Background: an optimization exercise with open tools, aiming at small area. Do not read the settings as production practice. RTL that was checked went through simulation tests only; none was proved equivalent to the original.

==> flow/design.v <==
`timescale 1ns/1ps
package ex_pkg;
	typedef logic [32-1:0]     xlen_t;
	typedef logic [5-1:0] rob_idx_t;
	typedef logic [6-1:0]  pr_idx_t;
	typedef enum logic [1:0] {
		UNIT_ALU0 = 2'd0,
		UNIT_ALU1 = 2'd1,
		UNIT_MULT = 2'd2
	} fu_unit_t;
	typedef enum logic [2:0] {
		ALU_ADD  = 3'd0,
		ALU_SUB  = 3'd1,
		ALU_AND  = 3'd2,
		ALU_OR   = 3'd3,
		ALU_XOR  = 3'd4,
		ALU_SLTU = 3'd5
	} alu_op_t;
	typedef enum logic [1:0] {
		MULT_IDLE = 2'd0,
		MULT_RUN  = 2'd1,
		MULT_HOLD = 2'd2
	} mult_state_t;
endpackage
`timescale 1ns/1ps
module exec_alu (
	input  logic [2:0]          op,
	input  ex_pkg::xlen_t       a,
	input  ex_pkg::xlen_t       b,
	output ex_pkg::xlen_t       y
);
	localparam int N = 32;
	logic          inv;
	ex_pkg::xlen_t bi, p, g, sum;
	logic [N:0]    c;
	assign inv = op[0] && !op[1];
	assign bi  = b ^ {N{inv}};
	assign p   = a ^ bi;
	assign g   = a & bi;
	always_comb begin
		logic [N-1:0] gg, pp;
		gg = g;
		pp = p;
		gg[0] = g[0] | (p[0] & inv);
		for (int l = 1; (1 << l) <= N; l++)
			for (int i = (1 << l) - 1; i < N; i += (1 << l)) begin
				gg[i] = gg[i] | (pp[i] & gg[i - (1 << (l-1))]);
				pp[i] = pp[i] & pp[i - (1 << (l-1))];
			end
		for (int l = $clog2(N) - 1; l >= 1; l--)
			for (int i = (1 << l) - 1 + (1 << (l-1)); i < N; i += (1 << l))
				gg[i] = gg[i] | (pp[i] & gg[i - (1 << (l-1))]);
		c = {gg, inv};
	end
	assign sum = p ^ c[N-1:0];
	always_comb begin
		case (op)
			ex_pkg::ALU_ADD,
			ex_pkg::ALU_SUB:  y = sum;
			ex_pkg::ALU_AND:  y = g;
			ex_pkg::ALU_OR:   y = p | g;
			ex_pkg::ALU_XOR:  y = p;
			default:          y = ex_pkg::xlen_t'(!c[N]);
		endcase
	end
endmodule
`timescale 1ns/1ps
module exec_mult (
	input  logic                clock,
	input  logic                reset,
	input  logic [1:0]          hit,         
	input  logic [2*32-1:0] way_a,
	input  logic [2*32-1:0] way_b,
	output logic                busy,
	output logic                res_valid,
	output ex_pkg::xlen_t       res_value
);
	ex_pkg::xlen_t mcand;       
	ex_pkg::xlen_t lo;          
	logic [23:0]   hi;          
	logic [2:0]    cy;          
	logic          bprev;       
	logic [2:0]    run;         
	logic          last;        
	logic [3:0]    neg, one, two;
	ex_pkg::xlen_t row [4];
	ex_pkg::xlen_t nvec;
	always_comb begin
		logic b2, b1, b0;
		for (int j = 0; j < 4; j++) begin
			b2 = lo[2*j+1];
			b1 = lo[2*j];
			b0 = (j == 0) ? bprev : lo[2*j-1];
			neg[j] = b2;
			one[j] = b1 ^ b0;
			two[j] = (b2 & ~b1 & ~b0) | (~b2 & b1 & b0);
		end
		nvec = '0;
		for (int j = 0; j < 4; j++) begin
			row[j] = '0;
			for (int i = 2*j; i < 32; i++)
				row[j][i] = ((one[j] & mcand[i-2*j])
					| (two[j] & ((i > 2*j) ? mcand[i-2*j-1] : 1'b0))) ^ neg[j];
			nvec[2*j] = neg[j];
		end
	end
	function automatic logic [2*32-1:0] csa(input ex_pkg::xlen_t x, y, z);
		ex_pkg::xlen_t s, c;
		s = x ^ y ^ z;
		c = ((x & y) | (x & z) | (y & z)) << 1;
		csa = {c, s};
	endfunction
	ex_pkg::xlen_t s1, c1, s2, c2, s3, c3, s4, c4;
	assign {c1, s1} = csa(row[0], row[1], row[2]);
	assign {c2, s2} = csa(row[3], nvec, {8'b0, hi});
	assign {c3, s3} = csa(s1, c1, s2);
	assign {c4, s4} = csa(s3, c3, c2);
	ex_pkg::xlen_t t;
	logic [3:0]    cout;
	always_comb begin
		logic cc;
		for (int k = 0; k < 4; k++) begin
			cc = (k < 3) ? cy[k] : 1'b0;
			for (int i = 8*k; i < 8*k + 8; i++) begin
				t[i] = s4[i] ^ c4[i] ^ cc;
				cc   = (s4[i] & c4[i]) | (s4[i] & cc) | (c4[i] & cc);
			end
			cout[k] = cc;
		end
	end
	localparam int N = 32;
	logic start;
	assign start = |hit;
	always_ff @(posedge clock) begin
		mcand <= ({N{hit[0]}} & way_a[0 +: N]) | ({N{hit[1]}} & way_a[N +: N])
			| ({N{!start}} & mcand);
		lo    <= ({N{hit[0]}} & way_b[0 +: N]) | ({N{hit[1]}} & way_b[N +: N])
			| ({N{!start}} & {t[7:0], lo[N-1:8]});
	end
	always_ff @(posedge clock) begin
		if (start) begin
			hi    <= '0;
			cy    <= '0;
			bprev <= 1'b0;
		end else begin
			hi    <= t[N-1:8];
			cy    <= cout[2:0];
			bprev <= lo[7];
		end
	end
	always_ff @(posedge clock) begin
		if (reset) begin
			run  <= '0;
			last <= 1'b0;
		end else begin
			run  <= {run[1:0], start};
			last <= run[2];
		end
	end
	assign busy      = |run;
	assign res_valid = last;
	assign res_value = {t[7:0], lo[32-1:8]};
endmodule
`timescale 1ns/1ps
module complete_arbiter (
	input  logic             mult_valid,
	input  logic             alu0_valid,
	input  logic             alu1_valid,
	input  ex_pkg::rob_idx_t mult_rob,
	input  ex_pkg::rob_idx_t alu0_rob,
	input  ex_pkg::rob_idx_t alu1_rob,
	output logic             alu1_grant,
	output logic [1:0]       slot_valid,
	output logic [2:0]       slot0_sel,
	output logic [2:0]       slot1_sel
);
	logic             two;
	logic             swap;
	ex_pkg::rob_idx_t rob_first;
	ex_pkg::rob_idx_t rob_second;
	logic [2:0]       first, second;
	assign alu1_grant = alu1_valid && !(mult_valid && alu0_valid);
	assign first  = mult_valid ? 3'b001 : alu0_valid ? 3'b010 : alu1_valid ? 3'b100 : 3'b000;
	assign second = (mult_valid && alu0_valid) ? 3'b010
		: ((mult_valid ^ alu0_valid) && alu1_valid) ? 3'b100 : 3'b000;
	assign two    = |second;
	assign slot_valid = {two, mult_valid | alu0_valid | alu1_valid};
	assign rob_first  = mult_valid ? mult_rob : alu0_valid ? alu0_rob : alu1_rob;
	assign rob_second = (mult_valid && alu0_valid) ? alu0_rob : alu1_rob;
	assign swap = two && (rob_second < rob_first);
	assign slot0_sel = swap ? second : first;
	assign slot1_sel = swap ? first : second;
endmodule
`timescale 1ns/1ps
module complete_sorter #(
	parameter int W = 5 + 6 + 32
) (
	input  logic         clock,
	input  logic         reset,
	input  logic [W-1:0] mult_res,
	input  logic [W-1:0] alu0_res,
	input  logic [W-1:0] alu1_res,
	input  logic [1:0]   slot_valid,
	input  logic [2:0]   slot0_sel,
	input  logic [2:0]   slot1_sel,
	output logic [1:0]   complete_valid,
	output logic [W-1:0] slot0_q,
	output logic [W-1:0] slot1_q
);
	function automatic logic [W-1:0] pick(input logic [2:0] sel);
		pick = ({W{sel[0]}} & mult_res) | ({W{sel[1]}} & alu0_res) | ({W{sel[2]}} & alu1_res);
	endfunction
	always_ff @(posedge clock) begin
		if (reset)
			complete_valid <= '0;
		else
			complete_valid <= slot_valid;
	end
	always_ff @(posedge clock) begin
		slot0_q <= pick(slot0_sel);
		slot1_q <= pick(slot1_sel);
	end
endmodule
`timescale 1ns/1ps
module ex_stage (
	input  logic                                      clock,
	input  logic                                      reset,
	input  logic [2-1:0]                 issue_valid,
	input  logic [2*2-1:0]               issue_unit,
	input  logic [2*3-1:0]               issue_op,
	input  logic [2*32-1:0]        issue_a,
	input  logic [2*32-1:0]        issue_b,
	input  logic [2*5-1:0]    issue_rob,
	input  logic [2*6-1:0]     issue_pr,
	output logic [2-1:0]              complete_valid,
	output logic [2*5-1:0] complete_rob,
	output logic [2*6-1:0]  complete_pr,
	output logic [2*32-1:0]     complete_value,
	output logic [3-1:0]                    unit_busy
);
	localparam int W = 5 + 6 + 32;
	logic [1:0] hit0, hit1, hitm;
	always_comb begin
		for (int w = 0; w < 2; w++) begin
			hit0[w] = issue_valid[w] && (issue_unit[w*2 +: 2] == ex_pkg::UNIT_ALU0);
			hit1[w] = issue_valid[w] && (issue_unit[w*2 +: 2] == ex_pkg::UNIT_ALU1);
			hitm[w] = issue_valid[w] && (issue_unit[w*2 +: 2] == ex_pkg::UNIT_MULT);
		end
	end
	logic [W-1:0] way_res [2];
	for (genvar w = 0; w < 2; w++) begin : g_way
		ex_pkg::xlen_t y;
		exec_alu alu_i (
			.op(issue_op[w*3 +: 3]),
			.a(issue_a[w*32 +: 32]),
			.b(issue_b[w*32 +: 32]),
			.y(y)
		);
		assign way_res[w] = {issue_rob[w*5 +: 5],
			issue_pr[w*6 +: 6], y};
	end
	logic         alu0_valid, alu1_valid, alu1_grant;
	logic [W-1:0] alu0_res, alu1_res;
	always_ff @(posedge clock) begin
		if (reset)
			alu0_valid <= 1'b0;
		else
			alu0_valid <= |hit0;
	end
	always_ff @(posedge clock)
		alu0_res <= hit0[1] ? way_res[1] : way_res[0];
	always_ff @(posedge clock) begin
		if (reset)
			alu1_valid <= 1'b0;
		else
			alu1_valid <= (|hit1) || (alu1_valid && !alu1_grant);
	end
	always_ff @(posedge clock)
		alu1_res <= ({W{hit1[0]}} & way_res[0]) | ({W{hit1[1]}} & way_res[1])
			| ({W{!(|hit1)}} & alu1_res);
	logic             mult_valid, mult_busy;
	ex_pkg::xlen_t    mult_value;
	ex_pkg::rob_idx_t mult_rob;
	ex_pkg::pr_idx_t  mult_pr;
	exec_mult mult_i (
		.clock(clock), .reset(reset),
		.hit(hitm),
		.way_a(issue_a),
		.way_b(issue_b),
		.busy(mult_busy),
		.res_valid(mult_valid),
		.res_value(mult_value)
	);
	localparam int TW = 5 + 6;
	logic [TW-1:0] mult_tag;
	always_ff @(posedge clock)
		mult_tag <= ({TW{hitm[0]}} & {issue_rob[0 +: 5], issue_pr[0 +: 6]})
			| ({TW{hitm[1]}} & {issue_rob[5 +: 5], issue_pr[6 +: 6]})
			| ({TW{!(|hitm)}} & mult_tag);
	assign {mult_rob, mult_pr} = mult_tag;
	logic [1:0] slot_valid;
	logic [2:0] slot0_sel, slot1_sel;
	complete_arbiter arbiter_i (
		.mult_valid(mult_valid), .alu0_valid(alu0_valid), .alu1_valid(alu1_valid),
		.mult_rob(mult_rob),
		.alu0_rob(alu0_res[W-1 -: 5]),
		.alu1_rob(alu1_res[W-1 -: 5]),
		.alu1_grant(alu1_grant),
		.slot_valid(slot_valid), .slot0_sel(slot0_sel), .slot1_sel(slot1_sel)
	);
	logic [W-1:0] slot0_q, slot1_q;
	complete_sorter #(.W(W)) sorter_i (
		.clock(clock), .reset(reset),
		.mult_res({mult_rob, mult_pr, mult_value}),
		.alu0_res(alu0_res), .alu1_res(alu1_res),
		.slot_valid(slot_valid), .slot0_sel(slot0_sel), .slot1_sel(slot1_sel),
		.complete_valid(complete_valid), .slot0_q(slot0_q), .slot1_q(slot1_q)
	);
	assign {complete_rob[0 +: 5], complete_pr[0 +: 6],
		complete_value[0 +: 32]} = slot0_q;
	assign {complete_rob[5 +: 5], complete_pr[6 +: 6],
		complete_value[32 +: 32]} = slot1_q;
	assign unit_busy[ex_pkg::UNIT_ALU0] = 1'b0;
	assign unit_busy[ex_pkg::UNIT_ALU1] = alu1_valid && !alu1_grant;
	assign unit_busy[ex_pkg::UNIT_MULT] = mult_busy;
endmodule
==> flow/config.mk <==
export PLATFORM = sky130hd
export DESIGN_NAME = ex_stage
export DESIGN_NICKNAME = ex_stage
export VERILOG_FILES = /design/flow/design.v
export SDC_FILE = /design/flow/constraint.sdc
export NUM_CORES = 4
export LEC_CHECK = 0
export ABC_AREA = 1
export CAP_MARGIN = 20
export CORE_MARGIN = 2
export CORE_UTILIZATION = 60
export SLEW_MARGIN = 20
==> flow/constraint.sdc <==
create_clock -name core_clock -period 7.0 [get_ports {clock}]
set_input_delay 1.4000 -clock core_clock [delete_from_list [all_inputs] [get_ports {clock}]]
set_output_delay 1.4000 -clock core_clock [all_outputs]
set_load 0.01 [all_outputs]
standard.sh (not shown) runs the stock make flow with config.mk's settings and CLKGATE_MAP_FILE= SYNTH_SCRIPT=/design/flow/synth_recipe.tcl, a recipe that flattens the netlist after the stock synthesis.
==> flow/flow/run.sh <==
#!/bin/bash
# standard layout, with plain buf_1 cells as the port buffers
set -euo pipefail
export BUFFER_PORTS_ARGS="-buffer_cell sky130_fd_sc_hd__buf_1"
bash standard.sh > standard_make.log 2>&1
Rerun with:
--- a/flow/design.v
+++ b/flow/design.v
@@ -50,21 +50,20 @@
 		for (int l = $clog2(N) - 1; l >= 1; l--)
 			for (int i = (1 << l) - 1 + (1 << (l-1)); i < N; i += (1 << l))
 				gg[i] = gg[i] | (pp[i] & gg[i - (1 << (l-1))]);
 		c = {gg, inv};
 	end
 	assign sum = p ^ c[N-1:0];
+	logic ep, ec, eg, slt;
+	assign ec  = !op[2] && !op[1];                  
+	assign eg  = op[1];                             
+	assign ep  = !(op[1] && !op[0]) && !(op[2] && op[0]);  
+	assign slt = op[2] && op[0];
 	always_comb begin
-		case (op)
-			ex_pkg::ALU_ADD,
-			ex_pkg::ALU_SUB:  y = sum;
-			ex_pkg::ALU_AND:  y = g;
-			ex_pkg::ALU_OR:   y = p | g;
-			ex_pkg::ALU_XOR:  y = p;
-			default:          y = ex_pkg::xlen_t'(!c[N]);
-		endcase
+		y = ({N{ep}} & p) ^ (({N{ec}} & c[N-1:0]) | ({N{eg}} & g));
+		y[0] = slt ? !c[N] : y[0];
 	end
 endmodule
 `timescale 1ns/1ps
 module exec_mult (
 	input  logic                clock,
 	input  logic                reset,
Result:
- final cell count is lower by 10%
- worst setup slack loses 110 ps
- maximum frequency is lower by 1.6%
- synthesized area is lower by 11%
- final area is lower by 8.9%
- clock-buffer cell count does not change
The RTL of the first run of this note was laid out without a check of its function.

-- afterwards: timing with drivers on the ports --
The flow's constraints put no driver on any port. The routed layouts listed below were extracted and timed again, unchanged, in two steps. Step 1 sets driving cells, clkbuf_16 on the clock port and buf_2 on the other inputs (assumed; they add their load-dependent delay and slew). Step 2 also shifts input and output timing later by t, the mid clock arrival at the registers, as if the neighbouring blocks saw the same clock. Three values: ideal, step 1, step 2; two values: the first two.
| run | t (ns) | setup slack, ns | clock arrival spread, ns | worst slew at a driven data input, ns |
|---|---|---|---|---|
| the first run | 0.632 | 0.437 / 0.437 / 0.437 | 0.027 / 0.028 | 0.10 |
| the second run | 0.655 | 0.330 / 0.330 / 0.330 | 0.026 / 0.027 | 0.11 |
After both steps setup and hold are still met in every run listed.
